This design comes from an exercise in tuning for small area, a short achievable clock period and few clock cycles per item on the open sky130 flow, not from production work. At most, simulation tests tie the RTL to the original design; equivalence was not proved.

## cordic_engine
module cordic_engine #(
  parameter int WIDTH       = 16,
  parameter int ANGLE_WIDTH = 16,
  parameter int STAGES      = 14,
  parameter int GUARD       = 2,
  parameter int TAG_WIDTH   = 8
) (
  input  logic                   clock,
  input  logic                   reset,
  input  logic                   in_valid,
  output logic                   in_ready,
  input  logic                   mode_in,
  input  logic signed [WIDTH-1:0] x_in,
  input  logic signed [WIDTH-1:0] y_in,
  input  logic [ANGLE_WIDTH-1:0] angle_in,
  input  logic [TAG_WIDTH-1:0]   tag_in,
  output logic                   out_valid,
  input  logic                   out_ready,
  output logic signed [WIDTH+1:0] x_out,
  output logic signed [WIDTH+1:0] y_out,
  output logic [ANGLE_WIDTH-1:0] angle_out,
  output logic                   mode_out,
  output logic [TAG_WIDTH-1:0]   tag_out
);
  localparam int IW = WIDTH + 2 + GUARD;
  localparam int AW = ANGLE_WIDTH;
  localparam int OW = WIDTH + 2;
  localparam int ADD  = 1;
  localparam int ADDZ = 1;
  localparam logic [AW-1:0] HALF = {1'b1, {(AW-1){1'b0}}};
  function automatic logic [AW-1:0] atan_lut(input int i);
    logic [32:0] a;
    logic [32:0] r;
    case (i)
      0:  a = 33'h20000000;
      1:  a = 33'h12E4051E;
      2:  a = 33'h09FB385B;
      3:  a = 33'h051111D4;
      4:  a = 33'h028B0D43;
      5:  a = 33'h0145D7E1;
      6:  a = 33'h00A2F61E;
      7:  a = 33'h00517C55;
      8:  a = 33'h0028BE53;
      9:  a = 33'h00145F2F;
      10: a = 33'h000A2F98;
      11: a = 33'h000517CC;
      12: a = 33'h00028BE6;
      13: a = 33'h000145F3;
      14: a = 33'h0000A2FA;
      15: a = 33'h0000517D;
      16: a = 33'h000028BE;
      17: a = 33'h0000145F;
      18: a = 33'h00000A30;
      19: a = 33'h00000518;
  ...
For scale: about 6,000 cells after synthesis, roughly 120 I/O pins, roughly 68,000 µm² of cells after synthesis.
export LEC_CHECK = 0
export CAP_MARGIN = 20
export CORE_MARGIN = 2
export CORE_UTILIZATION = 45
export PLACE_DENSITY = 0.6
export SETUP_SLACK_MARGIN = 2.6
export SLEW_MARGIN = 20
export SYNTH_HIERARCHICAL = 1
export SYNTH_MINIMUM_KEEP_SIZE = 0
create_clock -name core_clock -period 5.0 [get_ports {clock}]
run.sh (not shown) runs the stock make flow with config.mk's settings and CLKGATE_MAP_FILE= SYNTH_SCRIPT=/design/flow/synth_recipe.tcl, a recipe that flattens the netlist after the stock synthesis.
==> next run, changes <==
--- a/flow/config.mk
+++ b/flow/config.mk
@@ -12 +12 @@
-export SETUP_SLACK_MARGIN = 2.6
+export SETUP_SLACK_MARGIN = 2.2
Outcome:
- global-route usage goes down by 2.7 points
- setup slack degrades by 0.025 ns
- maximum frequency shrinks by 0.85%
- final area falls by 12%
- die area is unchanged
- core utilization went down by 7.5 points
- non-clock buffer count is lower by 618
- area after synthesis does not change
No run of this note included a check of the RTL's function; only the layout flow was run.

========
Another version of the RTL of cordic_engine (not shown whole).
Size: about 6600 cells after synthesis, ~120 I/O pins.
Settings: LEC_CHECK=0, CAP_MARGIN=20, CORE_MARGIN=2, CORE_UTILIZATION=55, PLACE_DENSITY=0.7, SETUP_SLACK_MARGIN=2.5, SLEW_MARGIN=20, SYNTH_HIERARCHICAL=1, SYNTH_MINIMUM_KEEP_SIZE=0; clock period 5.0 ns.
Edit:
SETUP_SLACK_MARGIN = 1.9   (was 2.5)
Outcome: Register-to-register slack got worse by 130 ps. Via count falls by 10%. Setup slack got worse by 190 ps. Clock-buffer cell count rises by 2. Cell area falls by 17%. Cell count falls by 6.3%. Global-route usage falls by 2.7 points. Maximum frequency falls by 6.4%.
Edit:
SETUP_SLACK_MARGIN = 2.2   (was 1.9)
- The changed run completed without violations
- area after synthesis stays the same
- flip-flop and latch count stays the same
- register-to-register slack improves by 180 ps
- clock-buffer cell count fell by 2
- final cell count rose by 2.6%
- fmax rose by 8.6%
- hold slack degrades by 10 ps
- worst setup slack improves by 240 ps
No functional check of the RTL was part of any run of this note.

========
Setup of run C:
cordic_engine, a different RTL version from the one above (not shown whole).
Size: roughly 68000 sq um of cells after synthesis.
export LEC_CHECK = 0
export CAP_MARGIN = 5
export CORE_MARGIN = 2
export CORE_UTILIZATION = 65
export CTS_BUF_LIST = sky130_fd_sc_hd__clkbuf_8
export PLACE_DENSITY = 0.8
export SETUP_SLACK_MARGIN = 2.2
export SLEW_MARGIN = 5
export SYNTH_HIERARCHICAL = 1
export SYNTH_MINIMUM_KEEP_SIZE = 0
create_clock -name core_clock -period 5.0 [get_ports {clock}]
Testbench counts of run C, summed over its fixed seeds: cycles 3,320, items 3,200.
The inputs of run Z differ from those of run C as listed below.
-- flow/config.mk --
<<< run C, line 8
export CAP_MARGIN = 5
>>> run Z, line 8
export CAP_MARGIN = 20
<<< run C, line 10
export CORE_UTILIZATION = 65
export CTS_BUF_LIST = sky130_fd_sc_hd__clkbuf_8
export PLACE_DENSITY = 0.8
export SETUP_SLACK_MARGIN = 2.2
export SLEW_MARGIN = 5
>>> run Z, line 10
export CORE_UTILIZATION = 55
export PLACE_DENSITY = 0.7
export SETUP_SLACK_MARGIN = 1.9
export SLEW_MARGIN = 20
[summary]
In run Z, the layout overhead on the synthesized area came out 6.6 points below the value in run C. Run Z vs. run C: highest achievable clock rate saw a decrease; H-tree depth saw a decrease. Compared with run C, in run Z time the final worst path needs with I/O delays and setup now sits higher, non-clock buffer count fell by 255. On global-route total usage across every layer: run Z sits below run C. Compared with run C, in run Z share of final layout cell area taken by non-clock buffers has decreased; met3 layer wire length in the routed design decreased by 27% relative to the old numbers. Compared with run C, in run Z number of tap cells added at floorplan increased 246; count of clock-buffer cells in the layout decreased 21%.

-- static timing again, ports no longer ideal --
In the flow no input, the clock included, has a driving cell. The finished layouts below were timed again as built, in two steps.
Step 1 assumes that a clkbuf_16 drives the clock port and a buf_2 every other input.
Step 2 adds t to the input delays and takes it off the output delays; t is the mean of the earliest and latest rising clock arrival at the registers after step 1. Input paths then give back, and output paths get back, about the clock's delay inside the block.
a / b / c = ideal ports / drivers / drivers and shift; a / b = the first two.
run | t (ns) | slack for setup (ns) | worst data-port slew with drivers (ns) | cell pins on the clock port's net
the first run of note 1 | 0.802 | 2.073 / 2.073 / 1.933 | 0.04 | 1
the second run of note 1 | 0.790 | 2.048 / 2.048 / 1.559 | 0.04 | 1
the first run of note 2 | 0.786 | 2.151 / 2.151 / 1.853 | 0.06 | 1
the second run of note 2 | 0.769 | 1.958 / 1.935 / 1.346 | 0.08 | 1
the third run of note 2 | 0.774 | 2.199 / 2.199 / 1.810 | 0.06 | 1
run C | 0.911 | 2.170 / 2.170 / 1.614 | 0.04 | 1
run Z | 0.778 | 1.897 / 1.875 / 1.458 | 0.04 | 1
After both steps every run listed still meets setup and hold. For the second run of note 2, which loses most, drivers alone change the setup slack by -0.023 ns; drivers and shift together by -0.612 ns.
